What follows belongs to an exercise in optimizing a design on an open flow for a short achievable clock period and few clock cycles; a production flow would make more cautious choices.
The RTL was checked by simulation tests, not by an equivalence proof against the original design.
Power is estimated from default activity; no workload was simulated.

File: flow/config.mk
export PLATFORM = sky130hd
export DESIGN_NAME = mc_comp
export DESIGN_NICKNAME = mc_comp
export VERILOG_FILES = /design/flow/design.v
export SDC_FILE = /design/flow/constraint.sdc
export NUM_CORES = 4
export LEC_CHECK = 0
export CAP_MARGIN = 20
export CELL_PAD_IN_SITES_DETAIL_PLACEMENT = 1
export CELL_PAD_IN_SITES_GLOBAL_PLACEMENT = 2
export CORE_MARGIN = 2
export CORE_UTILIZATION = 30
export PLACE_DENSITY = 0.45
export SETUP_SLACK_MARGIN = 2.5
export SLEW_MARGIN = 20
File: flow/constraint.sdc
create_clock -name core_clock -period 6.0 [get_ports {clk}]
set_input_delay 1.2000 -clock core_clock [delete_from_list [all_inputs] [get_ports {clk}]]
set_output_delay 1.2000 -clock core_clock [all_outputs]
set_load 0.01 [all_outputs]
File: flow/design.v
module mc_comp (
  input  logic        clk,
  input  logic        rstn,
  input  logic [4:0]  reg_sel,
  output logic [31:0] reg_data,
  output logic [6:0]  mem_addr,
  output logic        mem_we,
  output logic [31:0] mem_wdata,
  input  logic [31:0] mem_rdata
);
  logic [31:0] r_rf [0:31];
  logic [6:0]  a_idx0, a_idx1;  
  logic        a_sel;           
  logic [6:0]  a_idx;
  logic        a_mem;         
  logic        a_we;
  logic [31:0] a_wd;
  logic [6:0]  f_idx;         
  logic [6:0]  f_ras;         
  logic        e_valid;
  logic [31:0] e_a, e_op2;     
  logic [8:0]  e_imm9;        
  logic [4:0]  e_rs, e_rt, e_shamt, e_rd;
  logic        e_op2rt;       
  logic        e_wr;          
  logic        e_lw, e_sw, e_beq, e_bne, e_jr, e_j;
  logic        e_cin;         
  logic        e_s_arith, e_s_and, e_s_or, e_s_slt, e_s_sll, e_s_srl, e_s_link;
  logic        e_pt;
  logic [6:0]  e_tidx, e_nidx, e_pn;
  logic [25:0] e_jt;
  logic [31:0] e_off4;
  logic [31:0] e_pc0, e_pc1;   
  logic        e_pcs;          
  logic        m_lw;          
  logic [4:0]  m_rd;
  logic        w_we;
  logic [4:0]  w_rd;
  logic [31:0] w_val;
  logic [31:0] w_oh;          
  logic        w_slt;         
  logic        w_sx, w_a31;
  logic [31:0] w_res;
  logic        fetching, exec;
  logic        d_stall;       
  assign fetching = ~a_mem;
  assign exec     = e_valid & fetching;
  logic [31:0] x_sum, x_shl, x_shr, x_oth, x_res, x_pc4, x_btgt, x_succ;
  logic [32:0] x_s33;
  logic        x_eq, x_taken, x_mispred;
  logic [8:0]  x_dsum;
  assign x_s33  = {e_a, 1'b1} + {e_op2, e_cin};
  assign x_sum  = x_s33[32:1];
  assign x_shl  = e_op2 << e_shamt;
  assign x_shr  = e_op2 >> e_shamt;
  logic [31:0] x_pc4_0, x_pc4_1, x_btgt_0, x_btgt_1;
  assign x_pc4_0  = e_pc0 + 32'd4;
  assign x_pc4_1  = e_pc1 + 32'd4;
  assign x_btgt_0 = e_pc0 + e_off4;
  assign x_btgt_1 = e_pc1 + e_off4;
  assign x_pc4    = ({32{e_pcs}} & x_pc4_1)  | ({32{~e_pcs}} & x_pc4_0);
  assign x_btgt   = ({32{e_pcs}} & x_btgt_1) | ({32{~e_pcs}} & x_btgt_0);
  assign x_oth = ({32{e_s_and}}  & (e_a & e_op2)) |
                 ({32{e_s_or}}   & (e_a | e_op2)) |
                 ({32{e_s_link}} & x_pc4);
  logic [31:0] x_ro, x_sh;
  assign x_sh  = e_s_sll ? x_shl : x_shr;
  assign x_ro  = x_oth;
  assign x_res = (e_s_arith || e_s_slt) ? x_sum : ((e_s_sll || e_s_srl) ? x_sh : x_ro);
  assign w_res = w_slt ? {31'd0, (w_sx ? w_a31 : w_val[31])} : w_val;
  assign x_eq      = (e_a == e_op2);
  assign x_taken   = (e_beq & x_eq) | (e_bne & ~x_eq);
  assign x_mispred = exec & ((((e_beq | e_bne) & (x_taken ^ e_pt))) |
                             (e_jr & (e_a[8:2] != e_pn)));
  assign x_dsum    = e_a[8:0] + e_imm9;
  always_comb begin
    if (e_j)          x_succ = {x_pc4[31:28], e_jt, 2'b00};
    else if (e_jr)    x_succ = e_a;
    else              x_succ = x_pc4;
  end
  assign a_idx     = a_sel ? a_idx1 : a_idx0;
  assign mem_addr  = a_idx;
  assign mem_we    = a_we;
  assign mem_wdata = a_wd;
  logic [31:0] fi;
  logic [5:0]  f_op;
  logic        f_isj, f_isbr, f_isjr, f_pt;
  logic [6:0]  f_seq, f_tgt, f_pn;
  assign fi     = mem_rdata;
  assign f_op   = fi[31:26];
  assign f_isj  = (f_op == 6'h02) || (f_op == 6'h03);
  assign f_isbr = (f_op == 6'h04) || (f_op == 6'h05);
  assign f_isjr = (f_op == 6'h00) && (fi[5:0] == 6'h08);
  assign f_pt   = f_isbr && (fi[15] || ((f_op == 6'h04) && (fi[25:21] == fi[20:16])));
  logic [6:0] f_seq0, f_seq1, f_tgt0, f_tgt1;
  assign f_seq0 = a_idx0 + 7'd1;
  assign f_seq1 = a_idx1 + 7'd1;
  assign f_tgt0 = f_seq0 + fi[6:0];
  assign f_tgt1 = f_seq1 + fi[6:0];
  assign f_seq  = ({7{a_sel}} & f_seq1) | ({7{~a_sel}} & f_seq0);
  assign f_tgt  = ({7{a_sel}} & f_tgt1) | ({7{~a_sel}} & f_tgt0);
  always_comb begin
    if (f_isj)       f_pn = fi[6:0];
    else if (f_pt)   f_pn = f_tgt;
    else if (f_isjr) f_pn = f_ras;
    else             f_pn = f_seq;
  end
  logic [6:0] x_nx_t, x_nx_nt, x_nx_jr, x_nx_seq, x_anext;
  logic       x_br;
  assign x_nx_t   = e_pt ? f_pn : e_tidx;
  assign x_nx_nt  = e_pt ? e_nidx : f_pn;
  assign x_nx_jr  = (e_a[8:2] != e_pn) ? e_a[8:2] : f_pn;
  assign x_nx_seq = fetching ? (d_stall ? a_idx : f_pn) : f_idx;
  assign x_br = exec && (e_beq || e_bne);
  always_comb begin
    if (exec && (e_lw || e_sw))    x_anext = x_dsum[8:2];
    else if (x_br)                 x_anext = x_nx_nt;
    else if (exec && e_jr)         x_anext = x_nx_jr;
    else                           x_anext = x_nx_seq;
  end
  logic [5:0]  d_op, d_fn;
  logic [4:0]  d_rs, d_rt, d_rd, d_dst;
  logic [31:0] d_sext, d_zext;
  logic        d_ralu, d_ialu, d_lw, d_jal, d_sub;
  assign d_op   = fi[31:26];
  assign d_fn   = fi[5:0];
  assign d_rs   = fi[25:21];
  assign d_rt   = fi[20:16];
  assign d_rd   = fi[15:11];
  assign d_sext = {{16{fi[15]}}, fi[15:0]};
  assign d_zext = {16'h0000, fi[15:0]};
  always_comb begin
    d_ralu = 1'b0;
    if (d_op == 6'h00) begin
      case (d_fn)
        6'h21, 6'h23, 6'h24, 6'h25, 6'h2A, 6'h00, 6'h02: d_ralu = 1'b1;
        default: d_ralu = 1'b0;
      endcase
    end
  end
  assign d_ialu = (d_op == 6'h08) || (d_op == 6'h09) || (d_op == 6'h0A) ||
                  (d_op == 6'h0C) || (d_op == 6'h0D) || (d_op == 6'h0F);
  assign d_lw   = (d_op == 6'h23);
  assign d_sub  = ((d_op == 6'h00) && ((d_fn == 6'h23) || (d_fn == 6'h2A))) || (d_op == 6'h0A);
  assign d_jal  = (d_op == 6'h03);
  assign d_dst  = d_jal ? 5'd31 : ((d_op == 6'h00) ? d_rd : d_rt);
  assign d_stall = exec && e_wr && (e_s_sll || e_s_srl || e_s_slt) &&
                   ((e_rd == d_rs) ||
                    ((e_rd == d_rt) && ((d_op == 6'h00) || (d_op == 6'h2B) ||
                                        (d_op == 6'h04) || (d_op == 6'h05))));
  logic d_fes, d_fws, d_fet, d_fwt;
  assign d_fes = exec && e_wr && (e_rd == d_rs);
  assign d_fws = w_we && (w_rd == d_rs);
  assign d_fet = exec && e_wr && (e_rd == d_rt);
  assign d_fwt = w_we && (w_rd == d_rt);
  logic d_aon, d_rtop, d_inv;
  logic d_s_sum, d_s_ro, d_s_w, d_s_rf;
  logic d_t_sum, d_t_ro, d_t_w, d_t_rf;
  logic [31:0] d_imm, d_ea, d_eop2;
  assign d_aon   = (d_op != 6'h0F);       
  assign d_rtop  = (d_op == 6'h00) || (d_op == 6'h2B) || (d_op == 6'h04) || (d_op == 6'h05);
  assign d_inv   = d_sub && (d_op == 6'h00);
  assign d_s_sum = d_aon &&  d_fes &&  e_s_arith;
  assign d_s_ro  = d_aon &&  d_fes && !e_s_arith;
  assign d_s_w   = d_aon && !d_fes &&  d_fws;
  assign d_s_rf  = d_aon && !d_fes && !d_fws;
  assign d_t_sum = d_rtop &&  d_fet &&  e_s_arith;
  assign d_t_ro  = d_rtop &&  d_fet && !e_s_arith;
  assign d_t_w   = d_rtop && !d_fet &&  d_fwt;
  assign d_t_rf  = d_rtop && !d_fet && !d_fwt;
  always_comb begin
    if (d_op == 6'h0C || d_op == 6'h0D) d_imm = d_zext;
    else if (d_op == 6'h0F)             d_imm = {fi[15:0], 16'h0000};
    else if (d_op == 6'h0A)             d_imm = ~d_sext;
    else                                d_imm = d_sext;
  end
  assign d_ea   = ({32{d_s_sum}} & x_sum) |
                  ({32{d_s_ro}}  & x_ro)  |
                  ({32{d_s_w}}   & w_res) |
                  ({32{d_s_rf}}  & r_rf[d_rs]);
  assign d_eop2 = ({32{d_t_sum && !d_inv}} & x_sum)  |
                  ({32{d_t_sum &&  d_inv}} & ~x_sum) |
                  ({32{d_t_ro}}  & (x_ro  ^ {32{d_inv}})) |
                  ({32{d_t_w}}   & (w_res ^ {32{d_inv}})) |
                  ({32{d_t_rf}}  & (r_rf[d_rt] ^ {32{d_inv}})) |
                  ({32{!d_rtop}} & d_imm);
  logic [31:0] w_dbg;
  always_comb begin
    w_dbg = '0;
    for (int i = 1; i < 32; i++) begin
      if (reg_sel == 5'(i)) w_dbg = r_rf[i];
    end
  end
  always_ff @(posedge clk or negedge rstn) begin
    if (!rstn) reg_data <= '0;
    else       reg_data <= w_dbg;
  end
  logic m_fa, m_fb;
  assign m_fa = m_lw && (e_rs == m_rd);
  assign m_fb = m_lw && e_op2rt && (e_rt == m_rd);
  always_ff @(posedge clk or negedge rstn) begin
    if (!rstn) begin
      a_idx0   <= '0;
      a_idx1   <= '0;
      a_sel    <= 1'b0;
      a_mem    <= 1'b0;
      a_we     <= 1'b0;
      a_wd     <= '0;
      f_idx    <= '0;
      f_ras    <= '0;
      e_valid  <= 1'b0;
      e_a      <= '0;
      e_imm9   <= '0;
      e_op2    <= '0;
      e_rs     <= '0;
      e_rt     <= '0;
      e_shamt  <= '0;
      e_rd     <= '0;
      e_op2rt  <= 1'b0;
      e_wr     <= 1'b0;
      e_lw     <= 1'b0;
      e_sw     <= 1'b0;
      e_beq    <= 1'b0;
      e_bne    <= 1'b0;
      e_jr     <= 1'b0;
      e_j      <= 1'b0;
      e_cin    <= 1'b0;
      e_s_arith <= 1'b0;
      e_s_and  <= 1'b0;
      e_s_or   <= 1'b0;
      e_s_slt  <= 1'b0;
      e_s_sll  <= 1'b0;
      e_s_srl  <= 1'b0;
      e_s_link <= 1'b0;
      e_pt     <= 1'b0;
      e_tidx   <= '0;
      e_nidx   <= '0;
      e_pn     <= '0;
      e_jt     <= '0;
      e_off4   <= '0;
      e_pc0    <= '0;
      e_pc1    <= '0;
      e_pcs    <= 1'b0;
      m_lw     <= 1'b0;
      m_rd     <= '0;
      w_we     <= 1'b0;
      w_rd     <= '0;
      w_val    <= '0;
      w_oh     <= '0;
      w_slt    <= 1'b0;
      w_sx     <= 1'b0;
      w_a31    <= 1'b0;
      for (int i = 0; i < 32; i++) r_rf[i] <= '0;
    end else begin
      a_idx0 <= x_anext;
      a_idx1 <= x_nx_t;
      a_sel  <= x_br && x_taken;
      a_mem <= exec && (e_lw || e_sw);
      a_we  <= exec && e_sw;
      if (exec && e_sw) a_wd <= e_op2;
      m_lw <= exec && e_lw && (e_rt != 5'd0);
      m_rd <= e_rt;
      if (fetching) begin
        f_idx <= f_pn;
        if (f_op == 6'h03) f_ras <= f_seq;
      end
      if (fetching) begin
        e_valid  <= !x_mispred && !d_stall;
        e_a      <= d_ea;
        e_imm9   <= fi[8:0];
        e_op2    <= d_eop2;
        e_cin    <= d_sub;
        e_rs     <= (d_op == 6'h0F) ? 5'd0 : d_rs;
        e_rt     <= d_rt;
        e_op2rt  <= d_rtop;
        e_shamt  <= fi[10:6];
        e_rd     <= d_dst;
        e_wr     <= (d_ralu || d_ialu || d_jal) && (d_dst != 5'd0);
        e_lw     <= d_lw;
        e_sw     <= (d_op == 6'h2B);
        e_beq    <= (d_op == 6'h04);
        e_bne    <= (d_op == 6'h05);
        e_jr     <= f_isjr;
        e_j      <= f_isj;
        e_s_arith <= ((d_op == 6'h00) && ((d_fn == 6'h21) || (d_fn == 6'h23))) ||
                     (d_op == 6'h08) || (d_op == 6'h09);
        e_s_and  <= ((d_op == 6'h00) && (d_fn == 6'h24)) || (d_op == 6'h0C);
        e_s_or   <= ((d_op == 6'h00) && (d_fn == 6'h25)) || (d_op == 6'h0D) || (d_op == 6'h0F);
        e_s_slt  <= ((d_op == 6'h00) && (d_fn == 6'h2A)) || (d_op == 6'h0A);
        e_s_sll  <= (d_op == 6'h00) && (d_fn == 6'h00);
        e_s_srl  <= (d_op == 6'h00) && (d_fn == 6'h02);
        e_s_link <= d_jal;
        e_pt     <= f_pt;
        e_tidx   <= f_tgt;
        e_nidx   <= f_seq;
        e_pn     <= f_pn;
        e_jt     <= fi[25:0];
        e_off4   <= {({{14{fi[15]}}, fi[15:0]} + 30'd1), 2'b00};
      end else begin
        if (m_fa) e_a   <= mem_rdata;
        if (m_fb) e_op2 <= e_cin ? ~mem_rdata : mem_rdata;
      end
      if (exec) begin
        e_pc0 <= x_succ;
        e_pc1 <= x_btgt;
        e_pcs <= x_taken;
      end
      w_we  <= (exec && e_wr) || m_lw;
      w_rd  <= fetching ? e_rd : m_rd;
      w_val <= fetching ? x_res : mem_rdata;
      for (int i = 0; i < 32; i++)
        w_oh[i] <= ((exec && e_wr) || m_lw) && ((fetching ? e_rd : m_rd) == 5'(i));
      w_slt <= fetching && e_s_slt;
      w_sx  <= e_a[31] ^ ~e_op2[31];    
      w_a31 <= e_a[31];
      for (int i = 1; i < 32; i++)
        if (w_oh[i]) r_rf[i] <= w_res;
    end
  end
endmodule
File: flow/run.sh
#!/bin/bash
# synth_recipe.tcl (not shown) runs the flow's synth.tcl, then flattens the netlist and writes it again
# the make line also repeats each setting of config.mk as NAME=value (left out here)
make -C /OpenROAD-flow-scripts/flow DESIGN_CONFIG=/design/flow/config.mk WORK_HOME=/design/flow/orfs CLKGATE_MAP_FILE= SYNTH_SCRIPT=/design/flow/synth_recipe.tcl finish
==> results of run 1 <==
==> per-layer routing <==
| layer | share of wire | vias up | track usage | wire [µm] |
|---|---|---|---|---|
| li1 | - | 35250 | - | - |
| met4 | 0.094 | 26 | 0.3374 | 62890 |
| met5 | 0.00049 | - | 0 | 331 |
| met1 | 0.39 | 48340 | 0.5380 | 258100 |
| met3 | 0.10 | 2186 | 0.1260 | 67840 |
| met2 | 0.42 | 6619 | 0.6385 | 281100 |
==> cells in the final DEF (no fill, tap or decap), types with 77 or more instances in the layout <==
cell type | netlist | final
o22ai_1 | 143 | 141
clkdlybuf4s50_1 | 0 | 77
nor3_1 | 143 | 122
clkbuf_16 | 0 | 184
o211ai_1 | 84 | 84
a22oi_1 | 627 | 624
xnor2_1 | 143 | 139
a221oi_1 | 184 | 170
nand3_1 | 371 | 356
buf_12 | 0 | 112
a21oi_1 | 431 | 405
a222oi_1 | 100 | 100
buf_4 | 1 | 709
inv_1 | 135 | 120
mux2_2 | 1088 | 1086
mux2i_1 | 231 | 221
nor2_1 | 624 | 533
dfrtp_1 | 1379 | 1308
a22o_1 | 159 | 159
xor2_1 | 119 | 113
nor2_4 | 0 | 81
ha_1 | 149 | 128
o21ai_0 | 483 | 457
nand4_1 | 126 | 126
nand2_1 | 592 | 571
==> sequential cells by signal, summed over array words and instances (netlist names), 7 cells and up <==
register  flops
e_tidx        7
e_a          32
e_nidx        7
e_jt         12
a_idx1        7
w_oh         31
e_op2        32
e_imm9        8
w_val        32
e_pc0        32
f_ras         7
e_pc1        32
reg_data     32
e_pn          7
r_rf        992
e_off4       17
a_idx0        7
a_wd         32
==> power by group through the flow <==
stage                     clock network, W  registers, W  logic (W)
after floorplan                          0        0.0110    0.00471
after global placement                   0        0.0118    0.00790
after detailed placement                 0        0.0118    0.00805
after CTS                           0.0119        0.0116    0.00838
after global routing                0.0123        0.0117    0.00930
final                               0.0118        0.0117    0.00873
==> critical path, cell delays in order <==
cell	delay, ns
clkbuf_4	0.21
nor2b_4	0.23
and2_4	0.31
buf_6	0.24
a222oi_1	0.42
nand3_1	0.22
nor4_4	0.41
buf_4	0.18
mux2_2	0.32
a22oi_1	0.22
o21ai_1	0.15
o211ai_1	0.13
o21ai_0	0.13
==> cell usage after synthesis, types with 37 or more instances <==
cell | number | area share
a211oi_1 | 66 | 0.0056
a21o_1 | 76 | 0.0065
a21oi_1 | 431 | 0.025
a221oi_1 | 184 | 0.018
a222oi_1 | 100 | 0.011
a22o_1 | 159 | 0.016
a22oi_1 | 627 | 0.054
a31oi_1 | 58 | 0.0041
and3_1 | 66 | 0.0047
buf_1 | 168 | 0.0072
buf_2 | 57 | 0.0032
clkbuf_1 | 611 | 0.026
dfrtp_1 | 1379 | 0.39
ha_1 | 149 | 0.021
inv_1 | 135 | 0.0058
mux2_2 | 1088 | 0.14
mux2i_1 | 231 | 0.026
mux4_2 | 61 | 0.016
nand2_1 | 592 | 0.025
nand3_1 | 371 | 0.021
nand4_1 | 126 | 0.0090
nor2_1 | 624 | 0.027
nor2b_1 | 65 | 0.0046
nor3_1 | 143 | 0.0081
nor4_1 | 56 | 0.0040
o211ai_1 | 84 | 0.0072
o21a_1 | 37 | 0.0032
o21ai_0 | 483 | 0.028
o221ai_1 | 41 | 0.0041
o22ai_1 | 143 | 0.010
xnor2_1 | 143 | 0.014
xor2_1 | 119 | 0.012
==> worst max-delay path by stage <==
stage / startpoint / to / slack [ns] / depth (start not counted)
6_report: mem_rdata[16] / e_op2[3]$_DFFE_PN0P_ / 2.35 / 13
5_1_grt: mem_rdata[0] / e_op2[3]$_DFFE_PN0P_ / 2.38 / 14
4_1_cts: mem_rdata[21] / e_a[6]$_DFFE_PN0P_ / 2.34 / 16
3_5_place_dp: mem_rdata[23] / e_a[6]$_DFFE_PN0P_ / 0.15 / 13
3_3_place_gp: mem_rdata[22] / e_a[6]$_DFFE_PN0P_ / 0.13 / 13
2_1_floorplan: mem_rdata[28] / a_idx0[1]$_DFF_PN0_ / 2.38 / 11
==> through the flow <==
stage / instance area (µm²) / hold slack, ns / power, W / setup slack (ns)
6_report: 108300 / 0.2886 / 0.03216 / 2.355
5_1_grt: 108200 / 0.3430 / 0.03329 / 2.379
4_1_cts: 106400 / 0.2909 / 0.03192 / 2.336
3_5_place_dp: 97370 / 0.4746 / 0.01981 / 0.1530
3_3_place_gp: 97350 / 0.4628 / 0.01967 / 0.1261
2_1_floorplan: 87890 / 0.4170 / 0.01575 / 2.381
==> repair_timing <==
action,in CTS,in global routing
pin swaps,72,65
gates resized for setup,413,244
setup buffers,140,92
setup endpoints to repair,169,115
cloned,2,1
==> logic make-up after synthesis <==
group | after synthesis | share of synthesized area
fa+ha+maj | 154 | 0.02236
mux | 1381 | 0.1816
compound gates | 2731 | 0.2156
buf+inv | 978 | 0.04264
flops | 1379 | 0.3928
xor+xnor | 264 | 0.02663
simple gates | 2220 | 0.1184
==> layout make-up <==
cell class                 count  area [µm²]
fill                       32080      182800
multi-input combinational   6751       52350
sequential                  1379       34690
timing repair buffer         995        9472
clock buffer                 249        5147
tap                         3900        4880
clock inverter                80        1072
inverter                     141       575.6
antenna                       28       70.07
==> flow_metrics.env, run 1 <==
export IMPL_outcome="finished clean"
export IMPL_fin_crit_ns=3.645
export IMPL_worst_setup_path_start_kind="input pin"
export IMPL_worst_ir_drop_vdd_mv=0.2730
export IMPL_max_freq_mhz=274.3
export IMPL_finish_utilization=0.3719
export IMPL_drive_gt1_frac=0.3020
export IMPL_ant_nets=0
export IMPL_start_util=0.3018
export IMPL_ys_warn_count=2
export IMPL_wl_per_cell_um=49.57
export IMPL_power_leakage_nw=46.73
export IMPL_io_pins=111
export IMPL_worst_pin_slew_ns=1.273
export IMPL_drt_iter0_drc=13860
export IMPL_cp_max_fo=9
export IMPL_grt_pass1_vias=90100
export IMPL_switching_share=0.3635
export IMPL_vias=92420
export IMPL_io_buffers=110
export IMPL_ys_async_sr_fraction=1.000
export IMPL_clkTransAtPathRegs_ns=0.07
export IMPL_period_share=0.6076
export IMPL_root_buffer="clkbuf_16"
export IMPL_rsz0062_at_grt="yes"
export IMPL_die_area_um2=297200
export IMPL_wirelength_mm=670.3
export IMPL_areaGrowthSynthToFinish_pct=23.23
export IMPL_synth_top_flop_cell="dfrtp_1"
export IMPL_critPathCaptureType="flip-flop"
export IMPL_power_frac_seq=0.362
export IMPL_required_ns=6.75
export IMPL_cap_violations=0
export IMPL_syn_num_nets=9300
export IMPL_grt_usage=0.4362
export IMPL_reg2reg_from="e_s_or$_DFFE_PN0N_"
export IMPL_finClkSkew_ns=0.07260
export IMPL_cts_sinks=1379
export IMPL_syn_instance_count=9107
export IMPL_grt_pass1_wl_mm=881.2
export IMPL_grt_max_degree=138
export IMPL_clockPowerShare=0.366
export IMPL_avgSynthCellArea_um2=9.647
export IMPL_min_path_type="in -> async"
export IMPL_r2r_end="e_op2[3]$_DFFE_PN0P_"
export IMPL_placed_cells=12930
export IMPL_gp_congestion=1.035
export IMPL_core_area_um2=291100
export IMPL_finalSetupViolCount=0
export IMPL_power_net_switching_w=0.01169
export IMPL_vias_per_cell=6.834
export IMPL_place_hpwl_mm=459.5
export IMPL_rr_worst_depth=12
export IMPL_rows=198
export IMPL_cts_tree="built"
export IMPL_slew_violations=0
export IMPL_cp_arrival_ns=4.39
export IMPL_grt_ovfl_total=0
export IMPL_final_cells=13520
export IMPL_internal_power_w=0.02047
export IMPL_synth_seq_area_share=0.3928
export IMPL_synth_area_um2=87850
export IMPL_clockBufferDepth=4
export IMPL_tns_ns=0
export IMPL_antenna_found_initial=60
export IMPL_synth_edff_count=0
export IMPL_slew_limit_headroom=0.1515
export IMPL_combPwrFrac=0.272
export IMPL_synth_seq_cells=1379
export IMPL_dr_pass1_iters=10
export IMPL_cts_buffers=182
export IMPL_fin_nets=9643
export IMPL_insertion_delay_ns=0.92
export IMPL_die_w_um=545.2
export IMPL_die_y_um=545.2
export IMPL_powerDensity_nw_per_um2=297.1
export IMPL_r2r_setup_slack_ns=2.43
export IMPL_cts_max_level=4
export IMPL_hold_viol_final=0
export IMPL_synth_distinct_cells=99
export IMPL_drc=0
export IMPL_hold_buffers=0
export IMPL_worstSetupPathType="in -> reg"
Testbench counts, summed over its fixed seeds: cycles 29,573.
==> run 2: changes to the inputs <==
--- a/flow/design.v
+++ b/flow/design.v
@@ -69,6 +69,8 @@
   assign x_res = (e_s_arith || e_s_slt) ? x_sum : ((e_s_sll || e_s_srl) ? x_sh : x_ro);
   assign w_res = w_slt ? {31'd0, (w_sx ? w_a31 : w_val[31])} : w_val;
   assign x_eq      = (e_a == e_op2);
+  logic x_zero;
+  assign x_zero    = ((e_a ^ e_op2) == {e_a[30:0] | e_op2[30:0], e_cin});
   assign x_taken   = (e_beq & x_eq) | (e_bne & ~x_eq);
   assign x_mispred = exec & ((((e_beq | e_bne) & (x_taken ^ e_pt))) |
                              (e_jr & (e_a[8:2] != e_pn)));
@@ -91,7 +93,12 @@
   assign f_isj  = (f_op == 6'h02) || (f_op == 6'h03);
   assign f_isbr = (f_op == 6'h04) || (f_op == 6'h05);
   assign f_isjr = (f_op == 6'h00) && (fi[5:0] == 6'h08);
-  assign f_pt   = f_isbr && (fi[15] || ((f_op == 6'h04) && (fi[25:21] == fi[20:16])));
+  logic f_fz;
+  assign f_fz   = exec && e_wr && e_s_arith &&
+                  (((fi[20:16] == 5'd0) && (fi[25:21] == e_rd)) ||
+                   ((fi[25:21] == 5'd0) && (fi[20:16] == e_rd)));
+  assign f_pt   = f_isbr && (f_fz ? ((f_op == 6'h04) ? x_zero : !x_zero)
+                                  : (fi[15] || ((f_op == 6'h04) && (fi[25:21] == fi[20:16]))));
   logic [6:0] f_seq0, f_seq1, f_tgt0, f_tgt1;
   assign f_seq0 = a_idx0 + 7'd1;
   assign f_seq1 = a_idx1 + 7'd1;
==> flow_metrics.env, run 2 <==
export IMPL_outcome="finished clean"
export IMPL_ys_async_sr_fraction=1.000
export IMPL_drc=0
export IMPL_syn_instance_count=9354
export IMPL_worst_setup_path_start_kind="flip-flop"
export IMPL_synth_top_flop_cell="dfrtp_1"
export IMPL_ys_top_cells_by_area="dfrtp_1 (39%), mux2_2 (14%), a22oi_1 (6.9%)"
export IMPL_synth_top_area_cell="dfrtp_1"
export IMPL_io_pins=111
export IMPL_clockBufferDepth=4
export IMPL_power_leakage_nw=46.71
export IMPL_power_total_w=0.03169
export IMPL_die_y_um=548.2
export IMPL_synth_area_um2=88860
export IMPL_rows=199
export IMPL_start_util=0.3019
export IMPL_worst_pin_slew_ns=1.304
export IMPL_syn_num_nets=9547
export IMPL_worst_ir_drop_vdd_mv=0.1870
export IMPL_fin_crit_ns=3.735
export IMPL_worstSetupPathType="reg -> reg"
export IMPL_rr_worst_depth=12
export IMPL_tns_ns=0
export IMPL_avgSynthCellArea_um2=9.500
export IMPL_die_w_um=548.2
export IMPL_root_buffer="clkbuf_16"
export IMPL_drt_iter0_drc=13540
export IMPL_hold_buffers=0
export IMPL_fin_nets=9848
export IMPL_vias_per_cell=6.866
export IMPL_cts_max_level=4
export IMPL_core_area_um2=294300
export IMPL_final_cell_mix="dfrtp_1 (1310), mux2_2 (1076), a22oi_1 (817)"
export IMPL_grt_usage=0.4505
export IMPL_cp_arrival_ns=4.47
export IMPL_synth_commonest_cells="dfrtp_1 (1379), mux2_2 (1076), a22oi_1 (820), nand2_1 (706), clkbuf_1 (599)"
export IMPL_grt_max_degree=147
export IMPL_slew_limit_headroom=0.1310
export IMPL_power_net_switching_w=0.01154
export IMPL_wl_per_cell_um=50.64
export IMPL_clockPowerShare=0.362
export IMPL_die_area_um2=300600
export IMPL_io_buffers=110
export IMPL_cts_buffers=181
export IMPL_dr_pass1_iters=10
export IMPL_min_path_type="in -> async"
export IMPL_grt_pass1_vias=93210
export IMPL_nFillCells=32690
export IMPL_critPathCaptureType="flip-flop"
export IMPL_clkTransAtPathRegs_ns=0.07
export IMPL_period_share=0.6226
export IMPL_hold_viol_final=0
export IMPL_slew_violations=0
export IMPL_synth_top_cell_area_share=0.3883
export IMPL_synth_seq_area_share=0.3883
export IMPL_vias=94320
export IMPL_cap_violations=0
export IMPL_largest_reg_flops=992
export IMPL_cts_sinks=1379
export IMPL_synth_edff_count=0
export IMPL_grt_ovfl_total=0
export IMPL_required_ns=6.73
export IMPL_power_frac_seq=0.360
export IMPL_synth_distinct_cells=92
export IMPL_internal_power_w=0.02014
export IMPL_grt_pass1_wl_mm=914.7
export IMPL_cp_max_fo=5
export IMPL_insertion_delay_ns=0.91
export IMPL_powerDensity_nw_per_um2=290.7
export IMPL_wirelength_mm=695.7
export IMPL_mostFrequentLayoutCell="dfrtp_1"
export IMPL_finalSetupViolCount=0
export IMPL_rsz0062_at_grt="yes"
export IMPL_switching_share=0.3643
export IMPL_drive_gt1_frac=0.2976
export IMPL_ys_warn_count=2
export IMPL_areaGrowthSynthToFinish_pct=22.66
export IMPL_gp_congestion=1.033
export IMPL_yosysMostFrequentCell="dfrtp_1"
export IMPL_top_register="r_rf"
export IMPL_synth_seq_cells=1379
export IMPL_max_freq_mhz=267.7
export IMPL_antenna_found_initial=62
export IMPL_place_hpwl_mm=479.7
export IMPL_combPwrFrac=0.278
export IMPL_finClkSkew_ns=0.03857
export IMPL_cts_tree="built"
export IMPL_ant_nets=0
==> run 2: power groups by stage <==
stage | clock, W | sequential, W | combinational, W
after detailed placement | 0 | 0.0115 | 0.00794
after global placement | 0 | 0.0115 | 0.00782
after global routing | 0.0120 | 0.0115 | 0.00930
after CTS | 0.0116 | 0.0114 | 0.00841
after floorplan | 0 | 0.0109 | 0.00462
final | 0.0115 | 0.0114 | 0.00880
==> run 2: what timing repair did <==
action	in CTS	in global routing
cloned	4	1
hold endpoints to repair	0	0
setup endpoints to repair	173	125
buffers inserted	160	56
pin swaps	88	67
resized for setup	465	199
==> run 2: kinds of logic (layout without fill, tap and decap cells) <==
kind of cell | count (synthesis) | count (layout) | share of synthesized area
AOI/OAI and AO/OA | 2679 | 2679 | 0.2072
xor gates and xnor gates | 298 | 298 | 0.02937
adders and majority gates | 154 | 154 | 0.02211
buffers and inverters | 1020 | 1451 | 0.04528
DFF | 1379 | 1379 | 0.3883
muxes | 1341 | 1341 | 0.1747
other | 0 | 31 | 0
and+or+nand+nor | 2483 | 2486 | 0.1330
==> run 2: cell type report <==
cell class	count	area [µm²]	area share
Inverter	144	580.6	0.005327
Clock buffer	259	5187	0.04760
Timing Repair Buffer	991	9185	0.08427
Sequential cell	1379	34680	0.3182
Antenna cell	31	77.57	0.0007117
Multi-Input combinational cell	6958	53580	0.4916
Clock inverter	57	794.5	0.007290
Tap cell	3919	4903	0.04499
==> run 2: final timing paths <==
kind | from | end | slack (ns)
setup / recovery | e_op2[18]$_DFFE_PN0P_ | a_idx0[0]$_DFF_PN0_ | 2.26
hold / removal | rstn | e_pn[6]$_DFFE_PN0N_ | 0.21
setup reg to reg | e_op2[18]$_DFFE_PN0P_ | a_idx0[0]$_DFF_PN0_ | 2.26
hold reg to reg | e_wr$_DFFE_PN0N_ | e_wr$_DFFE_PN0N_ | 0.47
max in group asynchronous | rstn | e_a[19]$_DFFE_PN0P_ | 4.17
min in group core_clock | e_wr$_DFFE_PN0N_ | e_wr$_DFFE_PN0N_ | 0.47
==> run 2: routing by layer <==
layer | GRT usage | routed length (µm) | vias up
li1 | - | - | 35950
met1 | 0.5319 | 258700 | 49120
met2 | 0.6736 | 296100 | 6780
met3 | 0.1297 | 67510 | 2446
met4 | 0.3810 | 72910 | 24
met5 | 0.007281 | 416 | -
==> run 2: stage by stage <==
| stage | utilization | hold WS (ns) | setup slack [ns] | instances | cell area [µm²] |
|---|---|---|---|---|---|
| 2_1_floorplan | - | 0.3990 | 2.424 | 9354 | 88970 |
| 3_3_place_gp | 0.3342 | 0.4498 | -0.2827 | 13170 | 98360 |
| 3_5_place_dp | 0.3343 | 0.4582 | -0.2840 | 13170 | 98380 |
| 4_1_cts | 0.3657 | 0.2150 | 2.383 | 13650 | 107600 |
| 5_1_grt | 0.3701 | 0.2209 | 2.340 | 13710 | 108900 |
| 6_report | 0.3703 | 0.2072 | 2.265 | 13740 | 109000 |
==> run 2: critical path: stages, from the launching register on <==
cell and delay [ns]:
dfrtp_2 0.55, clkinvlp_4 0.27, ha_4 0.32, xnor2_2 0.14, nor4_2 0.30, nand4_1 0.16
buf_6 0.19, or3_4 0.36, nand3_4 0.10, a31oi_2 0.12, o31ai_4 0.33, o211ai_1 0.18
a222oi_1 0.54
Testbench counts of run 2, summed over its fixed seeds: cycles 29,154.
==> run 3: changes to the inputs <==
--- a/flow/config.mk
+++ b/flow/config.mk
@@ -9,7 +9,7 @@
 export CELL_PAD_IN_SITES_DETAIL_PLACEMENT = 1
 export CELL_PAD_IN_SITES_GLOBAL_PLACEMENT = 2
 export CORE_MARGIN = 2
-export CORE_UTILIZATION = 30
-export PLACE_DENSITY = 0.45
+export CORE_UTILIZATION = 25
+export PLACE_DENSITY = 0.35
 export SETUP_SLACK_MARGIN = 2.5
 export SLEW_MARGIN = 20
==> flow_metrics.env, run 3 <==
export IMPL_grt_ovfl_total=0
export IMPL_vias=92990
export IMPL_reg2reg_from="e_op2[5]$_DFFE_PN0P_"
export IMPL_syn_num_nets=9547
export IMPL_crit_chain="buf_12 -> or3b_2 -> nor2_4 -> buf_4 -> buf_6 -> a22o_1 -> nor4_2 -> buf_4 -> a21oi_1 -> o21ai_0 -> a31o_2 -> a22oi_1"
export IMPL_worst_ir_drop_vdd_mv=0.2245
export IMPL_cp_max_fo=25
export IMPL_synth_edff_count=0
export IMPL_cp_slowest_cell="or3b_2"
export IMPL_areaGrowthSynthToFinish_pct=26.08
export IMPL_cap_violations=0
export IMPL_worst_setup_path_start_kind="input pin"
export IMPL_cts_max_level=4
export IMPL_rows=218
export IMPL_critPathCaptureType="flip-flop"
export IMPL_fin_crit_ns=3.592
export IMPL_grt_max_degree=144
export IMPL_stdcell_area_um2=112000
export IMPL_final_cell_mix="dfrtp_1 (1302), mux2_2 (1076), a22oi_1 (818)"
export IMPL_root_buffer="clkbuf_16"
export IMPL_antenna_found_initial=66
export IMPL_top_register="r_rf"
export IMPL_clockBufferDepth=4
export IMPL_crit_path_frequent_cell="buf_4"
export IMPL_required_ns=6.78
export IMPL_powerDensity_nw_per_um2=293.5
export IMPL_synth_distinct_cells=92
export IMPL_cts_sinks=1379
export IMPL_yosysMostFrequentCell="dfrtp_1"
export IMPL_power_leakage_nw=47.37
export IMPL_synth_area_um2=88860
export IMPL_cts_tree="built"
export IMPL_max_freq_mhz=278.4
export IMPL_die_area_um2=360200
export IMPL_die_y_um=600.2
export IMPL_mostFrequentLayoutCell="dfrtp_1"
export IMPL_ant_nets=0
export IMPL_critical_path_max_stage_delay_ns=0.64
export IMPL_worst_pin_slew_ns=1.172
export IMPL_synth_top_area_cell="dfrtp_1"
export IMPL_ys_async_sr_fraction=1.000
export IMPL_finalSetupViolCount=0
export IMPL_final_cells=14620
export IMPL_r2r_end="a_idx0[0]$_DFF_PN0_"
export IMPL_outcome="finished clean"
export IMPL_largest_reg_flops=992
export IMPL_hold_viol_final=0
export IMPL_synth_seq_cells=1379
export IMPL_cts_buffers=191
export IMPL_synth_commonest_cells="dfrtp_1 (1379), mux2_2 (1076), a22oi_1 (820), nand2_1 (706), clkbuf_1 (599)"
export IMPL_tns_ns=0
export IMPL_synth_top_flop_cell="dfrtp_1"
export IMPL_cp_arrival_ns=4.37
export IMPL_start_util=0.2516
export IMPL_dr_pass1_iters=8
export IMPL_place_area_um2=99130
export IMPL_hold_buffers=0
export IMPL_finish_utilization=0.3172
export IMPL_io_pins=111
export IMPL_placed_cells=13920
export IMPL_avgSynthCellArea_um2=9.500
export IMPL_wirelength_mm=735.5
export IMPL_finClkSkew_ns=0.09884
export IMPL_ys_top_cells_by_area="dfrtp_1 (39%), mux2_2 (14%), a22oi_1 (6.9%)"
export IMPL_worstSetupPathType="in -> reg"
export IMPL_grt_pass1_vias=92310
export IMPL_syn_instance_count=9354
export IMPL_slew_limit_headroom=0.2187
export IMPL_period_share=0.5987
export IMPL_power_total_w=0.03289
export IMPL_vias_per_cell=6.362
export IMPL_die_w_um=600.2
export IMPL_synth_seq_area_share=0.3883
export IMPL_drt_iter0_drc=10950
export IMPL_drive_gt1_frac=0.3111
export IMPL_min_path_type="in -> async"
export IMPL_grt_pass1_wl_mm=953.7
export IMPL_drc=0
export IMPL_io_buffers=110
export IMPL_gp_congestion=0.9643
export IMPL_rr_worst_depth=12
export IMPL_place_hpwl_mm=498.9
export IMPL_grt_usage=0.3979
export IMPL_crit_path_start="mem_rdata[19]"
export IMPL_synth_top_cell_area_share=0.3883
export IMPL_r2r_setup_slack_ns=2.42
export IMPL_insertion_delay_ns=0.98
export IMPL_wl_per_cell_um=50.32
export IMPL_core_area_um2=353200
export IMPL_fin_nets=9886
export IMPL_nFillCells=39190
export IMPL_rsz0062_at_grt="yes"
export IMPL_ys_warn_count=2
export IMPL_slew_violations=0
export IMPL_clkTransAtPathRegs_ns=0.05
==> run 3: changes by cell type in the layout (fill, tap and decap cells not counted), moves of 11 or more <==
cell	delta
buf_12	+39
buf_4	-38
buf_6	+22
clkinvlp_4	+22
inv_1	-21
clkbuf_8	+15
nor4_2	+13
nor3_2	+11
==> run 3: per-stage QoR <==
step | setup WS [ns] | hold WS (ns)
CTS | 2.412 | 0.2379
floorplan | 2.424 | 0.3990
finish | 2.408 | 0.2370
global route | 2.332 | 0.2523
detailed placement | 0.06504 | 0.4697
global placement | -0.2156 | 0.4647
==> run 3: how the worst max path moves through the flow <==
| stage | to | slack (ns) |
|---|---|---|
| detailed placement | e_a[17]$_DFFE_PN0P_ | 0.07 |
| CTS | reg_data[30]$_DFF_PN0_ | 2.41 |
| global placement | e_op2[20]$_DFFE_PN0P_ | -0.22 |
| floorplan | e_op2[29]$_DFFE_PN0P_ | 2.42 |
| finish | e_op2[4]$_DFFE_PN0P_ | 2.41 |
| global route | a_idx0[0]$_DFF_PN0_ | 2.33 |
==> run 3: final cells by class <==
class | count | area [µm²] | share of cell area
diodes | 40 | 100.1 | 0.0008934
inverters | 144 | 648.1 | 0.005785
flip-flops and latches | 1379 | 34700 | 0.3097
multi-input cells | 6958 | 53930 | 0.4814
well taps | 4730 | 5918 | 0.05282
clock inverters | 74 | 1047 | 0.009348
clock buffers | 273 | 5582 | 0.04982
repair buffers | 1019 | 10110 | 0.09024
==> run 3: metal layers <==
metal	vias to the layer above	track usage	part of all wire
li1	36120	-	-
met1	49430	0.4761	0.39
met3	1946	0.08575	0.075
met2	5468	0.6300	0.45
met5	-	0	0.00021
met4	22	0.2905	0.089
==> run 3: cells by family (layout without fill, tap and decap cells) <==
family / after synthesis / in the layout / synth area share
flip-flops: 1379 / 1379 / 0.3883
XOR/XNOR: 298 / 298 / 0.02937
adder cells (fa/ha/maj): 154 / 154 / 0.02211
AO/OA/AOI/OAI: 2679 / 2679 / 0.2072
other: 0 / 40 / 0
AND/OR/NAND/NOR: 2483 / 2486 / 0.1330
multiplexers: 1341 / 1341 / 0.1747
buffers and inverters: 1020 / 1510 / 0.04528
==> run 3: timing repair <==
action | in CTS | in global routing
pin swaps | 89 | 74
gates cloned | 4 | 3
setup buffers | 241 | 64
endpoints found under the setup margin | 175 | 126
gates resized for setup | 590 | 225
==> run 3: critical path: cells and delay by family <==
| kind | cells | cell delay, ns |
|---|---|---|
| AO/OA/AOI/OAI | 5 | 1.08 |
| AND/OR/NAND/NOR | 3 | 1.05 |
| buffers and inverters | 4 | 0.92 |
==> run 3: where the power goes <==
group          total [W]  internal, W  switching (W)
clock             0.0125      0.00737        0.00510
sequential        0.0114       0.0101        0.00128
combinational    0.00904      0.00344        0.00560
total             0.0329       0.0209         0.0120
==> run 4: changes to the inputs <==
--- a/flow/config.mk
+++ b/flow/config.mk
@@ -10,6 +10,6 @@
 export CELL_PAD_IN_SITES_GLOBAL_PLACEMENT = 2
 export CORE_MARGIN = 2
 export CORE_UTILIZATION = 25
-export PLACE_DENSITY = 0.35
+export PLACE_DENSITY = 0.28
 export SETUP_SLACK_MARGIN = 2.5
 export SLEW_MARGIN = 20
==> flow_metrics.env, run 4 <==
export IMPL_mostFrequentLayoutCell="dfrtp_1"
export IMPL_cap_violations=0
export IMPL_powerDensity_nw_per_um2=293.5
export IMPL_worst_setup_path_start_kind="input pin"
export IMPL_core_area_um2=353200
export IMPL_synth_top_cell_area_share=0.3883
export IMPL_avgSynthCellArea_um2=9.500
export IMPL_crit_path_frequent_cell="buf_4"
export IMPL_root_buffer="clkbuf_16"
export IMPL_clockBufferDepth=4
export IMPL_synth_seq_area_share=0.3883
export IMPL_fin_nets=9886
export IMPL_die_area_um2=360200
export IMPL_slew_limit_headroom=0.2187
export IMPL_worst_ir_drop_vdd_mv=0.2245
export IMPL_combPwrFrac=0.275
export IMPL_wirelength_mm=735.5
export IMPL_fin_ws_ns=2.408
export IMPL_max_freq_mhz=278.4
export IMPL_worst_pin_slew_ns=1.172
export IMPL_min_path_type="in -> async"
export IMPL_slew_violations=0
export IMPL_die_w_um=600.2
export IMPL_cts_sinks=1379
export IMPL_final_cells=14620
export IMPL_vias_per_cell=6.362
export IMPL_power_frac_seq=0.346
export IMPL_cts_tree="built"
export IMPL_required_ns=6.78
export IMPL_cts_max_level=4
export IMPL_power_net_switching_w=0.01198
export IMPL_insertion_delay_ns=0.98
export IMPL_synth_distinct_cells=92
export IMPL_largest_reg_flops=992
export IMPL_synth_top_flop_cell="dfrtp_1"
export IMPL_nFillCells=39190
export IMPL_cp_slowest_cell="or3b_2"
export IMPL_fin_crit_ns=3.592
export IMPL_area_sequential_um2=34700
export IMPL_placed_cells=13920
export IMPL_grt_usage=0.3979
export IMPL_power_leakage_nw=47.37
export IMPL_ys_async_sr_fraction=1.000
export IMPL_gp_congestion=0.9643
export IMPL_finClkSkew_ns=0.09884
export IMPL_internal_power_w=0.02091
export IMPL_vias=92990
export IMPL_clockPowerShare=0.379
export IMPL_dr_pass1_iters=8
export IMPL_final_cell_mix="dfrtp_1 (1302), mux2_2 (1076), a22oi_1 (818)"
export IMPL_dp_slack_ns=0.06504
export IMPL_yosysMostFrequentCell="dfrtp_1"
export IMPL_finalSetupViolCount=0
export IMPL_hold_viol_final=0
export IMPL_synth_area_um2=88860
export IMPL_ys_top_cells_by_area="dfrtp_1 (39%), mux2_2 (14%), a22oi_1 (6.9%)"
export IMPL_cts_buffers=191
export IMPL_wl_per_cell_um=50.32
export IMPL_synth_edff_count=0
export IMPL_cp_arrival_ns=4.37
export IMPL_io_buffers=110
export IMPL_ys_warn_count=2
export IMPL_grt_pass1_wl_mm=953.7
export IMPL_syn_num_nets=9547
export IMPL_synth_seq_cells=1379
export IMPL_antenna_found_initial=66
export IMPL_drive_gt1_frac=0.3111
export IMPL_areaGrowthSynthToFinish_pct=26.08
export IMPL_drc=0
export IMPL_cp_max_fo=25
export IMPL_start_util=0.2516
export IMPL_switching_share=0.3642
export IMPL_rsz0062_at_grt="yes"
export IMPL_period_share=0.5987
export IMPL_rows=218
export IMPL_ant_nets=0
export IMPL_grt_max_degree=144
export IMPL_grt_ovfl_total=0
export IMPL_tns_ns=0
export IMPL_worstSetupPathType="in -> reg"
export IMPL_synth_commonest_cells="dfrtp_1 (1379), mux2_2 (1076), a22oi_1 (820), nand2_1 (706), clkbuf_1 (599)"
export IMPL_die_y_um=600.2
export IMPL_place_hpwl_mm=498.9
export IMPL_top_register="r_rf"
export IMPL_io_pins=111
export IMPL_drt_iter0_drc=10950
export IMPL_syn_instance_count=9354
export IMPL_critical_path_max_stage_delay_ns=0.64
export IMPL_grt_pass1_vias=92310
export IMPL_crit_chain="buf_12 -> or3b_2 -> nor2_4 -> buf_4 -> buf_6 -> a22o_1 -> nor4_2 -> buf_4 -> a21oi_1 -> o21ai_0 -> a31o_2 -> a22oi_1"
export IMPL_critPathCaptureType="flip-flop"
export IMPL_outcome="finished clean"
export IMPL_multi_input_area_um2=53930
export IMPL_clkTransAtPathRegs_ns=0.05
export IMPL_synth_top_area_cell="dfrtp_1"
[run 4: cell counts after synthesis]
No cell type changed its count.
[run 4: logic make-up (layout without fill, tap and decap cells)]
kind of cell / count (synthesis) / count (layout) / synth area share
AO/OA/AOI/OAI: 2679 / 2679 / 0.2072
adder cells (fa/ha/maj): 154 / 154 / 0.02211
AND/OR/NAND/NOR: 2483 / 2486 / 0.1330
buffers and inverters: 1020 / 1510 / 0.04528
other: 0 / 40 / 0
flip-flops: 1379 / 1379 / 0.3883
multiplexers: 1341 / 1341 / 0.1747
XOR/XNOR: 298 / 298 / 0.02937
[run 4: path summary, 6_finish.rpt]
| path | from | to | slack (ns) | cells past startpoint |
|---|---|---|---|---|
| min in group core_clock | a_wd[27]$_DFFE_PN0P_ | a_wd[27]$_DFFE_PN0P_ | 0.48 | 2 |
| min | rstn | a_idx1[6]$_DFF_PN0_ | 0.24 | 1 |
| max in group asynchronous | rstn | r_rf[26][21]$_DFFE_PN0P_ | 4.11 | 2 |
| max reg2reg | e_op2[5]$_DFFE_PN0P_ | a_idx0[0]$_DFF_PN0_ | 2.42 | 12 |
| max | mem_rdata[19] | e_op2[4]$_DFFE_PN0P_ | 2.41 | 12 |
| min reg2reg | a_wd[27]$_DFFE_PN0P_ | a_wd[27]$_DFFE_PN0P_ | 0.48 | 2 |
[run 4: repair_timing]
item,in CTS,in global routing
gates resized for setup,590,225
hold buffers,0,0
cloned,4,3
pin swaps,89,74
endpoints found under the setup margin,175,126
buffers inserted,241,64
[run 4: power by group through the flow]
stage / combinational, W / clock, W / sequential [W]
after floorplan: 0.00462 / 0 / 0.0109
after global placement: 0.00806 / 0 / 0.0115
after detailed placement: 0.00813 / 0 / 0.0115
after CTS: 0.00871 / 0.0127 / 0.0113
after global routing: 0.00962 / 0.0130 / 0.0114
final: 0.00904 / 0.0125 / 0.0114
[run 4: critical path, delay by kind of cell]
family | cells | cell delay (ns)
and+or+nand+nor | 3 | 1.05
AOI/OAI and AO/OA | 5 | 1.08
buffers and inverters | 4 | 0.92
[run 4: area by class of cell]
class | instances | area share
clock inverters | 74 | 0.009348
flip-flops and latches | 1379 | 0.3097
repair buffers | 1019 | 0.09024
diodes | 40 | 0.0008934
multi-input cells | 6958 | 0.4814
clock buffers | 273 | 0.04982
inverters | 144 | 0.005785
well taps | 4730 | 0.05282
[run 4: through the flow]
stage	hold slack, ns	area [µm²]	utilization	total power (W)
2_1_floorplan	0.3990	88970	-	0.01551
3_3_place_gp	0.4647	99020	0.2803	0.01956
3_5_place_dp	0.4697	99130	0.2807	0.01963
4_1_cts	0.2379	110400	0.3126	0.03275
5_1_grt	0.2523	111900	0.3169	0.03408
6_report	0.2370	112000	0.3172	0.03289
[run 4: metal layers]
metal,part of all wire,global-route usage
met1,0.39,0.4761
met2,0.45,0.6300
met3,0.075,0.08575
met4,0.089,0.2905
met5,0.00021,0
==> run 5: changes to the inputs <==
--- a/flow/config.mk
+++ b/flow/config.mk
@@ -9,7 +9,7 @@
 export CELL_PAD_IN_SITES_DETAIL_PLACEMENT = 1
 export CELL_PAD_IN_SITES_GLOBAL_PLACEMENT = 2
 export CORE_MARGIN = 2
-export CORE_UTILIZATION = 25
-export PLACE_DENSITY = 0.28
+export CORE_UTILIZATION = 20
+export PLACE_DENSITY = 0.3
 export SETUP_SLACK_MARGIN = 2.5
 export SLEW_MARGIN = 20
==> flow_metrics.env, run 5 <==
export IMPL_outcome="finished clean"
export IMPL_cp_arrival_ns=4.54
export IMPL_areaGrowthSynthToFinish_pct=28.57
export IMPL_grt_pass1_wl_mm=1029
export IMPL_antenna_found_initial=76
export IMPL_powerDensity_nw_per_um2=296.0
export IMPL_wl_per_cell_um=50.61
export IMPL_hold_viol_final=0
export IMPL_clockBufferDepth=4
export IMPL_gp_congestion=0.9227
export IMPL_period_share=0.6128
export IMPL_ys_warn_count=2
export IMPL_ant_nets=0
export IMPL_finalSetupViolCount=0
export IMPL_final_cell_mix="dfrtp_1 (1311), mux2_2 (1072), a22oi_1 (819)"
export IMPL_synth_edff_count=0
export IMPL_avgSynthCellArea_um2=9.500
export IMPL_hold_slack_ns=0.09946
export IMPL_finClkSkew_ns=0.08337
export IMPL_top_register="r_rf"
export IMPL_die_y_um=670.6
export IMPL_cts_max_level=4
export IMPL_min_path_type="in -> async"
export IMPL_clkTransAtPathRegs_ns=0.05
export IMPL_worstSetupPathType="reg -> reg"
export IMPL_stdcell_area_um2=114300
export IMPL_grt_max_degree=132
export IMPL_crit_buf_inv=6
export IMPL_root_buffer="clkbuf_16"
export IMPL_die_area_um2=449700
export IMPL_nFillCells=49810
export IMPL_slew_limit_headroom=0.1780
export IMPL_place_area_um2=101500
export IMPL_rows=244
export IMPL_synth_top_cell_area_share=0.3883
export IMPL_grt_usage=0.3452
export IMPL_worst_setup_path_start_kind="flip-flop"
export IMPL_drive_gt1_frac=0.3160
export IMPL_cts_buffers=203
export IMPL_critPathCaptureType="flip-flop"
export IMPL_drt_iter0_drc=10710
export IMPL_grt_pass1_vias=93200
export IMPL_synth_top_area_cell="dfrtp_1"
export IMPL_rr_worst_depth=16
export IMPL_place_hpwl_mm=559.0
export IMPL_synth_commonest_cells="dfrtp_1 (1379), mux2_2 (1076), a22oi_1 (820), nand2_1 (706), clkbuf_1 (599)"
export IMPL_yosysMostFrequentCell="dfrtp_1"
export IMPL_grt_ovfl_total=0
export IMPL_cts_tree="built"
export IMPL_worst_pin_slew_ns=1.228
export IMPL_cp_max_fo=7
export IMPL_cp_slowest_cell="dfrtp_1"
export IMPL_io_buffers=110
export IMPL_die_w_um=670.6
export IMPL_fin_nets=9977
export IMPL_synth_seq_cells=1379
export IMPL_vias=93020
export IMPL_drc=0
export IMPL_power_leakage_nw=47.89
export IMPL_synth_area_um2=88860
export IMPL_core_area_um2=442100
export IMPL_largest_reg_flops=992
export IMPL_dr_pass1_iters=8
export IMPL_synth_top_flop_cell="dfrtp_1"
export IMPL_insertion_delay_ns=1.02
export IMPL_synth_distinct_cells=92
export IMPL_cts_sinks=1379
export IMPL_synth_seq_area_share=0.3883
export IMPL_worst_ir_drop_vdd_mv=0.2517
export IMPL_wirelength_mm=803.9
export IMPL_fin_crit_ns=3.677
export IMPL_vias_per_cell=5.856
export IMPL_crit_cells=16
export IMPL_slew_violations=0
export IMPL_max_freq_mhz=272.0
export IMPL_mostFrequentLayoutCell="dfrtp_1"
export IMPL_cp_top_family="buffers and inverters"
export IMPL_io_pins=111
export IMPL_start_util=0.2010
export IMPL_crit_chain="buf_12 -> clkinvlp_4 -> ha_4 -> buf_12 -> xnor2_4 -> nor4_4 -> nand4_1 -> buf_6 -> or3_4 -> nand3_4 -> buf_4 -> buf_6 -> a31oi_4 -> a21o_1 -> o41a_1 -> a31oi_1"
export IMPL_critical_path_max_stage_delay_ns=0.37
export IMPL_ys_top_cells_by_area="dfrtp_1 (39%), mux2_2 (14%), a22oi_1 (6.9%)"
export IMPL_required_ns=6.86
export IMPL_finish_utilization=0.2584
export IMPL_rsz0062_at_grt="yes"
export IMPL_ys_async_sr_fraction=1.000
export IMPL_syn_instance_count=9354
export IMPL_syn_num_nets=9547
export IMPL_cap_violations=0
## run 5: changes by cell type in the layout (fill, tap and decap cells not counted), moves of 8 or more
cell | before | now
buf_4 | 703 | 787
inv_1 | 88 | 110
clkbuf_16 | 195 | 210
clkinvlp_4 | 36 | 26
inv_4 | 11 | 1
o21ai_2 | 5 | 15
buf_6 | 56 | 47
clkbuf_1 | 36 | 45
dfrtp_1 | 1302 | 1311
dfrtp_2 | 39 | 31
## run 5: kinds of logic after synthesis
| group | count (synthesis) | share of synthesized area |
|---|---|---|
| and+or+nand+nor | 2483 | 0.1330 |
| muxes | 1341 | 0.1747 |
| buffers and inverters | 1020 | 0.04528 |
| AOI/OAI and AO/OA | 2679 | 0.2072 |
| DFF | 1379 | 0.3883 |
| adders and majority gates | 154 | 0.02211 |
| xor gates and xnor gates | 298 | 0.02937 |
## run 5: layout make-up
cell class / count / area [µm²] / share of cell area
clock buffer: 288 / 5822 / 0.05096
multi-input combinational: 6958 / 53950 / 0.4722
inverter: 144 / 604.3 / 0.005290
sequential: 1379 / 34690 / 0.3036
antenna: 46 / 115.1 / 0.001008
clock inverter: 69 / 978.4 / 0.008564
tap: 5904 / 7387 / 0.06466
timing repair buffer: 1098 / 10710 / 0.09373
## run 5: repair_timing
item / 4_1_cts / 5_1_grt
endpoints found under the setup margin: 178 / 125
gates cloned: 6 / 7
hold buffers: 0 / 0
pin swaps: 114 / 100
setup buffers: 201 / 68
resized for setup: 576 / 235
## run 5: through the flow
stage	power [W]	setup TNS [ns]	worst slack, ns	std cells
2_1_floorplan	0.01551	0	2.424	9354
4_1_cts	0.03392	0	2.365	15770
3_5_place_dp	0.02016	0	0.06908	15200
6_report	0.03382	0	2.324	15890
3_3_place_gp	0.02009	-0.5490	-0.4002	15200
5_1_grt	0.03514	0	2.296	15860
## run 5: path summary, 6_finish.rpt
path                                                 to               start  slack (ns)
worst max register to register      a_idx0[1]$_DFF_PN0_  e_a[4]$_DFFE_PN0P_        2.32
worst min register to register         e_wr$_DFFE_PN0N_    e_wr$_DFFE_PN0N_        0.47
worst max-delay path                a_idx0[1]$_DFF_PN0_  e_a[4]$_DFFE_PN0P_        2.32
worst min-delay path                a_idx1[4]$_DFF_PN0_                rstn         0.1
min in group core_clock                e_wr$_DFFE_PN0N_    e_wr$_DFFE_PN0N_        0.47
max in group asynchronous       r_rf[1][19]$_DFFE_PN0P_                rstn        4.34
## run 5: worst reg2reg max path, delay by kind of cell (launching register included)
kind,cells,cell delay (ns)
AO/OA/AOI/OAI,4,0.85
AND/OR/NAND/NOR,4,0.82
flip-flops,1,0.37
XOR/XNOR,1,0.16
buffers and inverters,6,1.04
adder cells (fa/ha/maj),1,0.36
## run 5: layer usage
metal / share of wire / vias to the layer above / global-route usage
li1: - / 36290 / -
met2: 0.46 / 4813 / 0.5724
met5: 0.00010 / - / 0
met3: 0.056 / 1749 / 0.04960
met4: 0.080 / 14 / 0.2216
met1: 0.40 / 50160 / 0.4188
## run 5: where the power goes
part | total [W] | leakage, nW | switching [W] | internal [W]
Clock | 0.0129 | 3.32 | 0.00537 | 0.00751
Combinational | 0.00949 | 26.0 | 0.00591 | 0.00358
Sequential | 0.0114 | 18.5 | 0.00135 | 0.0101
Total | 0.0338 | 47.9 | 0.0126 | 0.0212

afterwards: timing with drivers on the ports:
No port has a modelled driver above. Below, the same layouts with a new extraction and two added sets of constraints.
Step 1, drivers: a clkbuf_16 drives clk and a buf_2 each remaining input, both assumed.
Step 2 adds t to the input delays and takes it off the output delays; t is the mean of the earliest and latest rising clock arrival at the registers after step 1. Input paths then give back, and output paths get back, about the clock's delay inside the block.
Three values: ideal, step 1, step 2; two values: the first two.
| run | shift t [ns] | setup slack, ns | hold WS [ns] | clock arrival spread, ns |
|---|---|---|---|---|
| run 1 | 1.005 | 2.355 / 2.395 / 1.390 | 0.289 / 0.253 / 0.479 | 0.078 / 0.078 |
| run 2 | 0.997 | 2.265 / 2.265 / 1.414 | 0.207 / 0.191 / 0.470 | 0.044 / 0.044 |
| run 3 | 1.055 | 2.408 / 2.418 / 1.420 | 0.237 / 0.200 / 0.475 | 0.112 / 0.112 |
| run 4 | 1.055 | 2.408 / 2.418 / 1.420 | 0.237 / 0.200 / 0.475 | 0.112 / 0.112 |
| run 5 | 1.077 | 2.323 / 2.312 / 1.236 | 0.099 / 0.087 / 0.471 | 0.086 / 0.085 |
After both steps setup and hold are still met in every run listed. For run 5, which loses most, drivers alone change the setup slack by -0.011 ns; drivers and shift together by -1.087 ns.
